Source: an optimization exercise on an open RTL-to-GDS flow (aim: small area). Production flows keep margins and buffers that such runs may drop.
In this exercise RTL edits were held to simulation tests only and were not proved equivalent to the original.
Power figures rest on the tool's default switching activity, not on a simulated workload.

==> flow/design.v <==
package sprite_pkg;
  localparam int reg_data_width = 16;
  localparam int num_sprite_regs = 8;
  localparam int reg_addr_width = 3;
  localparam int sprite_id_width = 2;
  localparam int sprite_ctrl0 = 0;
  localparam int sprite_ctrl1 = 1;
  localparam int sprite_data_offset = 2;
  localparam int sprite_ref_xy = 3;
  localparam int sprite_color_key = 4;
  localparam int sprite_offset_x = 5;
  localparam int sprite_offset_y = 6;
  localparam int vram_addr_width = 16;
  localparam int data_addr_width = vram_addr_width + 1;
  localparam int coord_width = 8;
  localparam int sprite_min_size = 8;
  localparam int size_field_width = 2;
  localparam int dim_width = 7;
  localparam int palette_width = 4;
  localparam int ctrl0_enabled = 0;
  localparam int ctrl0_enable_scroll = 1;
  localparam int ctrl0_enable_transp = 2;
  localparam int ctrl0_enable_alpha = 3;
  localparam int ctrl0_enable_color = 4;
  localparam int ctrl0_flip_x = 5;
  localparam int ctrl0_flip_y = 6;
  localparam int ctrl0_flip_xy = 7;
  localparam int ctrl0_shift_data_offset = 8;
  localparam int ctrl0_palette_lsb = 12;
  localparam int ctrl1_hsize_lsb = 0;
  localparam int ctrl1_vsize_lsb = 2;
endpackage
import sprite_pkg::*;
module sprite_reg_file #(
  parameter int NUM_SPRITES = 4
) (
  input  logic                                       clk,
  input  logic                                       rst_n,
  input  logic                                       reg_wr,
  input  logic [sprite_id_width-1:0]                 reg_sprite,
  input  logic [reg_addr_width-1:0]                  reg_addr,
  input  logic [reg_data_width-1:0]                  reg_wdata,
  output logic [reg_data_width-1:0]                  reg_rdata,
  input  logic [sprite_id_width-1:0]                 sel_sprite,
  output logic [num_sprite_regs*reg_data_width-1:0]  sel_regs
);
  logic [reg_data_width-1:0] regs_q [NUM_SPRITES*num_sprite_regs];
  logic host_in_range;
  logic sel_in_range;
  assign host_in_range = ({1'b0, reg_sprite} < (sprite_id_width+1)'(NUM_SPRITES));
  assign sel_in_range  = ({1'b0, sel_sprite} < (sprite_id_width+1)'(NUM_SPRITES));
  always_ff @(posedge clk or negedge rst_n) begin
    if (!rst_n) begin
      for (int s = 0; s < NUM_SPRITES; s++) begin
        for (int r = 0; r < num_sprite_regs; r++) begin
          regs_q[s*num_sprite_regs+r] <= '0;
        end
      end
    end else if (reg_wr && host_in_range) begin
      regs_q[{reg_sprite, reg_addr}] <= reg_wdata;
    end
  end
  always_comb begin
    reg_rdata = '0;
    if (host_in_range) begin
      reg_rdata = regs_q[{reg_sprite, reg_addr}];
    end
  end
  always_comb begin
    for (int r = 0; r < num_sprite_regs; r++) begin
      sel_regs[r*reg_data_width +: reg_data_width] = '0;
      if (sel_in_range) begin
        sel_regs[r*reg_data_width +: reg_data_width] = regs_q[{sel_sprite, reg_addr_width'(r)}];
      end
    end
  end
endmodule
import sprite_pkg::*;
module sprite_reg_decoder #(
  parameter int DATA_OFFSET_SHIFT = 6
) (
  input  logic [num_sprite_regs*reg_data_width-1:0] regs,
  output logic                       enabled,
  output logic                       enable_scroll,
  output logic                       enable_transp,
  output logic                       enable_alpha,
  output logic                       enable_color,
  output logic                       flip_x,
  output logic                       flip_y,
  output logic                       flip_xy,
  output logic [palette_width-1:0]   palette,
  output logic [dim_width-1:0]       width,
  output logic [dim_width-1:0]       height,
  output logic [data_addr_width-1:0] data_offset,
  output logic [coord_width-1:0]     ref_x,
  output logic [coord_width-1:0]     ref_y,
  output logic [coord_width-1:0]     offset_x,
  output logic [coord_width-1:0]     offset_y,
  output logic [reg_data_width-1:0]  color_key
);
  logic [reg_data_width-1:0] ctrl0;
  logic [reg_data_width-1:0] ctrl1;
  logic [reg_data_width-1:0] offset_word;
  logic [reg_data_width-1:0] ref_xy;
  logic [reg_data_width-1:0] offset_x_word;
  logic [reg_data_width-1:0] offset_y_word;
  function automatic logic [dim_width-1:0] sprite_dim(
    input logic [size_field_width-1:0] size
  );
    sprite_dim = dim_width'(sprite_min_size) << size;
  endfunction
  logic [data_addr_width-1:0] raw_offset;
  assign ctrl0         = regs[sprite_ctrl0*reg_data_width +: reg_data_width];
  assign ctrl1         = regs[sprite_ctrl1*reg_data_width +: reg_data_width];
  assign offset_word   = regs[sprite_data_offset*reg_data_width +: reg_data_width];
  assign ref_xy        = regs[sprite_ref_xy*reg_data_width +: reg_data_width];
  assign offset_x_word = regs[sprite_offset_x*reg_data_width +: reg_data_width];
  assign offset_y_word = regs[sprite_offset_y*reg_data_width +: reg_data_width];
  assign enabled       = ctrl0[ctrl0_enabled];
  assign enable_scroll = ctrl0[ctrl0_enable_scroll];
  assign enable_transp = ctrl0[ctrl0_enable_transp];
  assign enable_alpha  = ctrl0[ctrl0_enable_alpha];
  assign enable_color  = ctrl0[ctrl0_enable_color];
  assign flip_x        = ctrl0[ctrl0_flip_x];
  assign flip_y        = ctrl0[ctrl0_flip_y];
  assign flip_xy       = ctrl0[ctrl0_flip_xy];
  assign palette       = ctrl0[ctrl0_palette_lsb +: palette_width];
  assign width  = sprite_dim(ctrl1[ctrl1_hsize_lsb +: size_field_width]);
  assign height = sprite_dim(ctrl1[ctrl1_vsize_lsb +: size_field_width]);
  assign raw_offset = data_addr_width'(offset_word);
  assign data_offset = ctrl0[ctrl0_shift_data_offset] ?
                       (raw_offset << DATA_OFFSET_SHIFT) : raw_offset;
  assign ref_x = ref_xy[coord_width-1:0];
  assign ref_y = ref_xy[2*coord_width-1:coord_width];
  assign offset_x = offset_x_word[coord_width-1:0];
  assign offset_y = offset_y_word[coord_width-1:0];
  assign color_key = regs[sprite_color_key*reg_data_width +: reg_data_width];
endmodule
import sprite_pkg::*;
module sprite_pixel_locator (
  input  logic                       clk,
  input  logic                       rst_n,
  input  logic                       px_req,
  input  logic [coord_width-1:0]     px_x,
  input  logic [coord_width-1:0]     px_y,
  input  logic                       attr_enabled,
  input  logic                       attr_enable_scroll,
  input  logic                       attr_enable_transp,
  input  logic                       attr_enable_alpha,
  input  logic                       attr_enable_color,
  input  logic                       attr_flip_x,
  input  logic                       attr_flip_y,
  input  logic                       attr_flip_xy,
  input  logic [palette_width-1:0]   attr_palette,
  input  logic [dim_width-1:0]       attr_width,
  input  logic [dim_width-1:0]       attr_height,
  input  logic [data_addr_width-1:0] attr_data_offset,
  input  logic [coord_width-1:0]     attr_ref_x,
  input  logic [coord_width-1:0]     attr_ref_y,
  input  logic [coord_width-1:0]     attr_offset_x,
  input  logic [coord_width-1:0]     attr_offset_y,
  input  logic [reg_data_width-1:0]  attr_color_key,
  output logic                       px_valid,
  output logic                       px_hit,
  output logic [data_addr_width-1:0] px_addr,
  output logic [palette_width-1:0]   px_palette,
  output logic                       px_transp,
  output logic                       px_alpha,
  output logic                       px_color,
  output logic [reg_data_width-1:0]  px_color_key
);
  logic [coord_width-1:0] scroll_x;
  logic [coord_width-1:0] scroll_y;
  logic [coord_width-1:0] loc_x;
  logic [coord_width-1:0] loc_y;
  logic                   in_bounds;
  logic                       s1_valid;
  logic                       s1_hit;
  logic [coord_width-1:0]     s1_lx;
  logic [coord_width-1:0]     s1_ly;
  logic [dim_width-1:0]       s1_width;
  logic [dim_width-1:0]       s1_height;
  logic                       s1_flip_x;
  logic                       s1_flip_y;
  logic                       s1_flip_xy;
  logic [data_addr_width-1:0] s1_data_offset;
  logic [palette_width-1:0]   s1_palette;
  logic                       s1_transp;
  logic                       s1_alpha;
  logic                       s1_color;
  logic [reg_data_width-1:0]  s1_color_key;
  logic [coord_width-1:0]     flip_lx;
  logic [coord_width-1:0]     flip_ly;
  logic [coord_width-1:0]     tex_x;
  logic [coord_width-1:0]     tex_y;
  logic [dim_width-1:0]       pitch;
  logic [data_addr_width-1:0] next_addr;
  always_comb begin
    scroll_x  = attr_enable_scroll ? px_x + attr_offset_x : px_x;
    scroll_y  = attr_enable_scroll ? px_y + attr_offset_y : px_y;
    loc_x     = scroll_x - attr_ref_x;
    loc_y     = scroll_y - attr_ref_y;
    in_bounds = attr_enabled &&
                (loc_x < coord_width'(attr_width)) &&
                (loc_y < coord_width'(attr_height));
  end
  always_ff @(posedge clk or negedge rst_n) begin
    if (!rst_n) begin
      s1_valid <= 1'b0;
      s1_hit   <= 1'b0;
    end else begin
      s1_valid <= px_req;
      s1_hit   <= px_req && in_bounds;
    end
  end
  always_ff @(posedge clk) begin
    if (px_req) begin
      s1_lx          <= loc_x;
      s1_ly          <= loc_y;
      s1_width       <= attr_width;
      s1_height      <= attr_height;
      s1_flip_x      <= attr_flip_x;
      s1_flip_y      <= attr_flip_y;
      s1_flip_xy     <= attr_flip_xy;
      s1_data_offset <= attr_data_offset;
      s1_palette     <= attr_palette;
      s1_transp      <= attr_enable_transp;
      s1_alpha       <= attr_enable_alpha;
      s1_color       <= attr_enable_color;
      s1_color_key   <= attr_color_key;
    end
  end
  always_comb begin
    flip_lx = s1_flip_x ? coord_width'(s1_width) - coord_width'(1) - s1_lx : s1_lx;
    flip_ly = s1_flip_y ? coord_width'(s1_height) - coord_width'(1) - s1_ly : s1_ly;
    if (s1_flip_xy) begin
      tex_x = flip_ly;
      tex_y = flip_lx;
      pitch = s1_height;
    end else begin
      tex_x = flip_lx;
      tex_y = flip_ly;
      pitch = s1_width;
    end
    next_addr = s1_data_offset +
                data_addr_width'(tex_y) * data_addr_width'(pitch) +
                data_addr_width'(tex_x);
  end
  always_ff @(posedge clk or negedge rst_n) begin
    if (!rst_n) begin
      px_valid <= 1'b0;
      px_hit   <= 1'b0;
    end else begin
      px_valid <= s1_valid;
      px_hit   <= s1_valid && s1_hit;
    end
  end
  always_ff @(posedge clk) begin
    if (s1_valid) begin
      px_addr      <= next_addr;
      px_palette   <= s1_palette;
      px_transp    <= s1_transp;
      px_alpha     <= s1_alpha;
      px_color     <= s1_color;
      px_color_key <= s1_color_key;
    end
  end
endmodule
import sprite_pkg::*;
module sprite_engine #(
  parameter int NUM_SPRITES       = 4,
  parameter int DATA_OFFSET_SHIFT = 6
) (
  input  logic                       clk,
  input  logic                       rst_n,
  input  logic                       reg_wr,
  input  logic [sprite_id_width-1:0] reg_sprite,
  input  logic [reg_addr_width-1:0]  reg_addr,
  input  logic [reg_data_width-1:0]  reg_wdata,
  output logic [reg_data_width-1:0]  reg_rdata,
  input  logic                       px_req,
  input  logic [sprite_id_width-1:0] px_sprite,
  input  logic [coord_width-1:0]     px_x,
  input  logic [coord_width-1:0]     px_y,
  output logic                       px_valid,
  output logic                       px_hit,
  output logic [data_addr_width-1:0] px_addr,
  output logic [palette_width-1:0]   px_palette,
  output logic                       px_transp,
  output logic                       px_alpha,
  output logic                       px_color,
  output logic [reg_data_width-1:0]  px_color_key
);
  logic [num_sprite_regs*reg_data_width-1:0] bank_regs;
  logic                       attr_enabled;
  logic                       attr_enable_scroll;
  logic                       attr_enable_transp;
  logic                       attr_enable_alpha;
  logic                       attr_enable_color;
  logic                       attr_flip_x;
  logic                       attr_flip_y;
  logic                       attr_flip_xy;
  logic [palette_width-1:0]   attr_palette;
  logic [dim_width-1:0]       attr_width;
  logic [dim_width-1:0]       attr_height;
  logic [data_addr_width-1:0] attr_data_offset;
  logic [coord_width-1:0]     attr_ref_x;
  logic [coord_width-1:0]     attr_ref_y;
  logic [coord_width-1:0]     attr_offset_x;
  logic [coord_width-1:0]     attr_offset_y;
  logic [reg_data_width-1:0]  attr_color_key;
  sprite_reg_file #(
    .NUM_SPRITES (NUM_SPRITES)
  ) u_sprite_reg_file (
    .clk        (clk),
    .rst_n      (rst_n),
    .reg_wr     (reg_wr),
    .reg_sprite (reg_sprite),
    .reg_addr   (reg_addr),
    .reg_wdata  (reg_wdata),
    .reg_rdata  (reg_rdata),
    .sel_sprite (px_sprite),
    .sel_regs   (bank_regs)
  );
  sprite_reg_decoder #(
    .DATA_OFFSET_SHIFT (DATA_OFFSET_SHIFT)
  ) u_sprite_reg_decoder (
    .regs          (bank_regs),
    .enabled       (attr_enabled),
    .enable_scroll (attr_enable_scroll),
    .enable_transp (attr_enable_transp),
    .enable_alpha  (attr_enable_alpha),
    .enable_color  (attr_enable_color),
    .flip_x        (attr_flip_x),
    .flip_y        (attr_flip_y),
    .flip_xy       (attr_flip_xy),
    .palette       (attr_palette),
    .width         (attr_width),
    .height        (attr_height),
    .data_offset   (attr_data_offset),
    .ref_x         (attr_ref_x),
    .ref_y         (attr_ref_y),
    .offset_x      (attr_offset_x),
    .offset_y      (attr_offset_y),
    .color_key     (attr_color_key)
  );
  sprite_pixel_locator u_sprite_pixel_locator (
    .clk                (clk),
    .rst_n              (rst_n),
    .px_req             (px_req),
    .px_x               (px_x),
    .px_y               (px_y),
    .attr_enabled       (attr_enabled),
    .attr_enable_scroll (attr_enable_scroll),
    .attr_enable_transp (attr_enable_transp),
    .attr_enable_alpha  (attr_enable_alpha),
    .attr_enable_color  (attr_enable_color),
    .attr_flip_x        (attr_flip_x),
    .attr_flip_y        (attr_flip_y),
    .attr_flip_xy       (attr_flip_xy),
    .attr_palette       (attr_palette),
    .attr_width         (attr_width),
    .attr_height        (attr_height),
    .attr_data_offset   (attr_data_offset),
    .attr_ref_x         (attr_ref_x),
    .attr_ref_y         (attr_ref_y),
    .attr_offset_x      (attr_offset_x),
    .attr_offset_y      (attr_offset_y),
    .attr_color_key     (attr_color_key),
    .px_valid           (px_valid),
    .px_hit             (px_hit),
    .px_addr            (px_addr),
    .px_palette         (px_palette),
    .px_transp          (px_transp),
    .px_alpha           (px_alpha),
    .px_color           (px_color),
    .px_color_key       (px_color_key)
  );
endmodule
==> flow/run.sh <==
#!/bin/bash
# synth_recipe.tcl (not shown) runs the flow's synth.tcl, then flattens the netlist and writes it again
# the make line also repeats each setting of config.mk as NAME=value (left out here)
make -C /OpenROAD-flow-scripts/flow DESIGN_CONFIG=/design/flow/config.mk WORK_HOME=/design/flow/orfs CLKGATE_MAP_FILE= SYNTH_SCRIPT=/design/flow/synth_recipe.tcl finish
==> flow/config.mk <==
export PLATFORM = sky130hd
export DESIGN_NAME = sprite_engine
export DESIGN_NICKNAME = sprite_engine
export VERILOG_FILES = /design/flow/design.v
export SDC_FILE = /design/flow/constraint.sdc
export NUM_CORES = 4
export LEC_CHECK = 0
export CAP_MARGIN = 20
export CORE_MARGIN = 2
export CORE_UTILIZATION = 40
export SLEW_MARGIN = 20
==> flow/constraint.sdc <==
create_clock -name core_clock -period 7.0 [get_ports {clk}]
set_input_delay 1.4000 -clock core_clock [delete_from_list [all_inputs] [get_ports {clk}]]
set_output_delay 1.4000 -clock core_clock [all_outputs]
set_load 0.01 [all_outputs]
==> impl_metrics.csv <==
group,metric,value,unit
global_route,grt_antenna_before_repair,6,
outcome,status,"finished clean",
synth,syn_nets,2557,
synth,synth_mux_area_frac,0.255,
cts,clk_path_buf_depth,3,
global_route,grt_max_degree,127,
finish,area_growth,14.5,%
routing,first_pass_iters,6,
cts,cts_buffers,72,
routing,vias,22400,
routing,postRouteAntennaNets,0,
worst_hold_path,hold_path_class,"flip-flop to flip-flop",
floorplan,start_util,0.405,
synth,synth_ff_type,"dfrtp_1",
synth,synthXorXnorAreaFrac,0.0158,
worst_setup_path,crit_fanout,13,
worst_setup_path,critPathMaxStageDelay,0.93,ns
worst_setup_path,start_kind,"primary input",
synth,async_flop_share,0.828,
sta,max_freq,156,MHz
floorplan,die_h,287,um
synth,synth_top_family_by_area,"multiplexers",
worst_setup_path,worstSetupEndpointType,"output port",
synth,ys_seq_area_frac,0.503,
synth,synth.cell_area,0.0321,mm^2
cts,cts_resized,0,
sta,min_period,6.40,ns
placed_design,gp_congestion,0.924,
worst_setup_path,cpLargestDelayFamily,"buffers and inverters",
cts,path_clk_slew,0.06,ns
cts,cts_root_buf,"clkbuf_16",
worst_setup_path,cp.arrival,5.00,ns
sta,clock-skew-final,0.0350,ns
synth,yosys.area_share.simple,0.0574,
floorplan,rows,103,
synth,synth_edf_count,107,
finish,final_layout_size_suffix_gt1_frac,0.350,
sta,worst_pin_slew,1.10,ns
cts,worst_skew_pair.late_latency,0.63,ns
worst_setup_path,reg2reg_slack,0.73,ns
sta,period_share,0.914,
floorplan,dieArea,0.0824,mm^2
finish,n_fill_cell,7125,
cts,postCtsSetupRepairBufs,0,
sta,setup_viol,0,
synth,avgSynthCellArea,13.4,um^2
synth,yosysWarnings,4,
placed_design,hpwl,76200,um
floorplan,num_io_pins,101,
floorplan,die_x,287,um
global_route,grt_pass1_wl,165000,um
sta,slew_headroom,0.267,
global_route,track_usage,0.279,
finish,layout.area.seq,0.0161,mm^2
routing,vias_per_cell,6.21,
power,power_density,389,mW/mm^2
sta,hold_viol,0,
power,worst_ir_drop_vdd,0.433,mV
cts,cts_hold_buf,0,
worst_setup_path,crit_required,5.60,ns
cts,cts_htree_levels,3,
global_route,grt-ovfl-total,0,
worst_setup_path,cp_slowest_cell,"clkdlybuf4s50_1",
synth,synthDistinctLibCells,64,
floorplan,core_area,0.0791,mm^2
worst_setup_path,path_buf_inv,4,
finish,post-route-util,0.464,
routing,drt-total-wl,115000,um
synth,synthAdderAreaFrac,0.0535,
worst_setup_path,worstSetupPathType,"primary input to output port",
synth,syn_inst,2392,
finish,nNetsFinal,2659,
power,p_leak,0.0161,uW
routing,detail_route.wl_per_cell,31.8,um
sta,slew_viol_final,0,
synth,synth_compound_area_frac,0.0810,
sta,finalSetupTns,0,ns
cts,cts_tree,"done",
worst_setup_path,critical_path.cell_chain,"clkdlybuf4s50_1 > buf_4 > nand3b_2 > nor2_2 > buf_4 > a22oi_1 > nand4_1 > nor3_1 > a21oi_1 > clkdlybuf4s50_1",
placed_design,io_buffers,100,
sta,rsz0062_at_grt,"false",
flow_run,drv_cap,0,
cts,clock_sinks,623,
global_route,first_global_vias,22800,
routing,drtIter0Drc,2534,
synth,ys_ff_latch,623,
finish,multiInputGateArea,0.0148,mm^2
routing,drc,0,
## cell usage after synthesis, types with 15 or more instances
cell	n	area (um^2)
buf_2	66	330
dfrtp_1	516	12900
nand2_1	53	199
nor3_1	20	100
a22o_1	15	131
mux2i_1	23	230
clkbuf_1	75	282
nand4_1	29	181
a21oi_1	61	305
mux4_2	81	1820
nor2b_1	21	131
xnor2_1	46	403
fa_1	25	500
mux2_2	521	5870
nand2_2	18	113
nand2b_1	18	113
nor2_1	74	278
a22oi_1	178	1340
o21ai_0	35	175
inv_1	77	289
edfxtp_1	107	3210
ha_1	97	1210
nand3_1	29	145
a221oi_1	18	158
## sequential cells by signal, indices dropped and copies added, names as in the netlist, 4 cells and up
| register | flops |
|---|---|
| u_sprite_pixel_locator.px_color_key | 16 |
| u_sprite_pixel_locator.px_addr | 17 |
| u_sprite_pixel_locator.s1_width | 4 |
| u_sprite_pixel_locator.s1_palette | 4 |
| u_sprite_pixel_locator.s1_color_key | 16 |
| u_sprite_pixel_locator.px_palette | 4 |
| u_sprite_reg_file.regs_q | 512 |
| u_sprite_pixel_locator.s1_height | 4 |
| u_sprite_pixel_locator.s1_data_offset | 17 |
| u_sprite_pixel_locator.s1_lx | 8 |
| u_sprite_pixel_locator.s1_ly | 8 |
## layout make-up
class | instances | share of cell area
sequential | 623 | 0.439
multi-input combinational | 1526 | 0.404
clock buffer | 103 | 0.0558
timing repair buffer | 193 | 0.0467
tap | 1050 | 0.0358
clock inverter | 28 | 0.0103
inverter | 78 | 0.00801
antenna | 3 | 0.000204
## final timing paths
| kind | startpoint | endpoint | cells after the start |
|---|---|---|---|
| max | reg_sprite[0] | reg_rdata[4] | 10 |
| min | u_sprite_pixel_locator.s1_transp$_DFFE_PP_ | u_sprite_pixel_locator.px_transp$_DFFE_PP_ | 0 |
| max reg2reg | u_sprite_pixel_locator.s1_height[3]$_DFFE_PP_ | u_sprite_pixel_locator.px_addr[15]$_DFFE_PP_ | 25 |
| min reg2reg | u_sprite_pixel_locator.s1_transp$_DFFE_PP_ | u_sprite_pixel_locator.px_transp$_DFFE_PP_ | 0 |
| max in group asynchronous | rst_n | u_sprite_reg_file.regs_q[5][6]$_DFFE_PN0P_ | 2 |
| min in group asynchronous | rst_n | u_sprite_reg_file.regs_q[28][11]$_DFFE_PN0P_ | 1 |
## layer usage
layer  track usage  vias up  wire [um]
li1              -     9159          -
met1         0.373    11700      46200
met2         0.430     1219      52000
met3        0.0542      333       9650
met4         0.148        8       6860
met5             0        -         53
## stage by stage
| stage | hold slack, ns | total power [uW] | area (um^2) | setup slack [ns] | std cells |
|---|---|---|---|---|---|
| after floorplan | 0.400 | 8780 | 32100 | 1.22 | 2392 |
| after global placement | 0.406 | 10300 | 34300 | 0.763 | 3470 |
| after detailed placement | 0.406 | 10400 | 34300 | 0.747 | 3470 |
| after CTS | 0.410 | 14300 | 36800 | 0.718 | 3601 |
| after global routing | 0.415 | 15200 | 36700 | 0.298 | 3601 |
| final | 0.414 | 14300 | 36700 | 0.604 | 3604 |
## layout by cell type (no fill, tap or decap), types with 8 or more instances in the layout
cell type	synthesis	layout
xor2_1	12	12
dfrtp_1	516	515
nor3_1	20	20
edfxtp_1	107	107
clkbuf_1	75	19
mux2_2	521	521
nand3_1	29	29
a22oi_1	178	178
buf_2	66	9
clkinv_2	1	14
nand2_1	53	47
clkdlybuf4s50_1	0	87
mux4_2	81	81
fa_1	25	25
clkbuf_16	0	73
ha_1	97	97
buf_4	14	91
a21o_1	13	13
nor4_1	8	8
nand2b_1	18	18
nor2_2	14	15
nor2_4	13	13
inv_1	77	77
a22o_1	15	15
nor2_1	74	73
o21ai_0	35	35
mux2_4	10	10
a21oi_1	61	61
a221oi_1	18	18
nor2b_1	21	21
clkbuf_8	0	11
nand2_2	18	24
xnor2_1	46	46
nand4_1	29	29
mux2_1	8	8
mux2i_1	23	23
## cells by family (layout without fill, tap and decap cells)
logic type / after synthesis / in the layout
buffers and inverters: 243 / 402
AOI/OAI and AO/OA: 368 / 368
adders and majority gates: 122 / 122
and+or+nand+nor: 335 / 335
xor gates and xnor gates: 58 / 58
DFF: 623 / 623
other: 0 / 3
muxes: 643 / 643
## report_power, final
| group | switching, uW | internal, uW |
|---|---|---|
| clock network | 1580 | 2310 |
| registers | 545 | 4660 |
| logic | 2760 | 2450 |
| total | 4880 | 9420 |

[afterwards: timing with drivers on the ports]
The results above use ideal ports. As a check the final layout listed here was re-extracted and re-timed, cells and wires unchanged. Step 1 sets driving cells, clkbuf_16 on the clock port and buf_2 on the other inputs (assumed; they add their load-dependent delay and slew). Step 2 times the ports against the registers' clock, not the clock port: input delays grow and output delays shrink by t, the midpoint of the rising clock arrivals with the driver on. Slacks: ideal ports / drivers / drivers and shift; pairs: ideal ports / drivers.
t, ns: 0.684
slack for setup (ns): 0.604 / 0.530 / 0.530
hold slack, ns: 0.414 / 0.414 / 0.414
worst data-port slew with drivers (ns): 0.11
pins driven straight from the clock port: 1
After both steps this run still meets setup and hold. For this run, drivers alone change the setup slack by -0.074 ns; drivers and shift together by -0.074 ns.
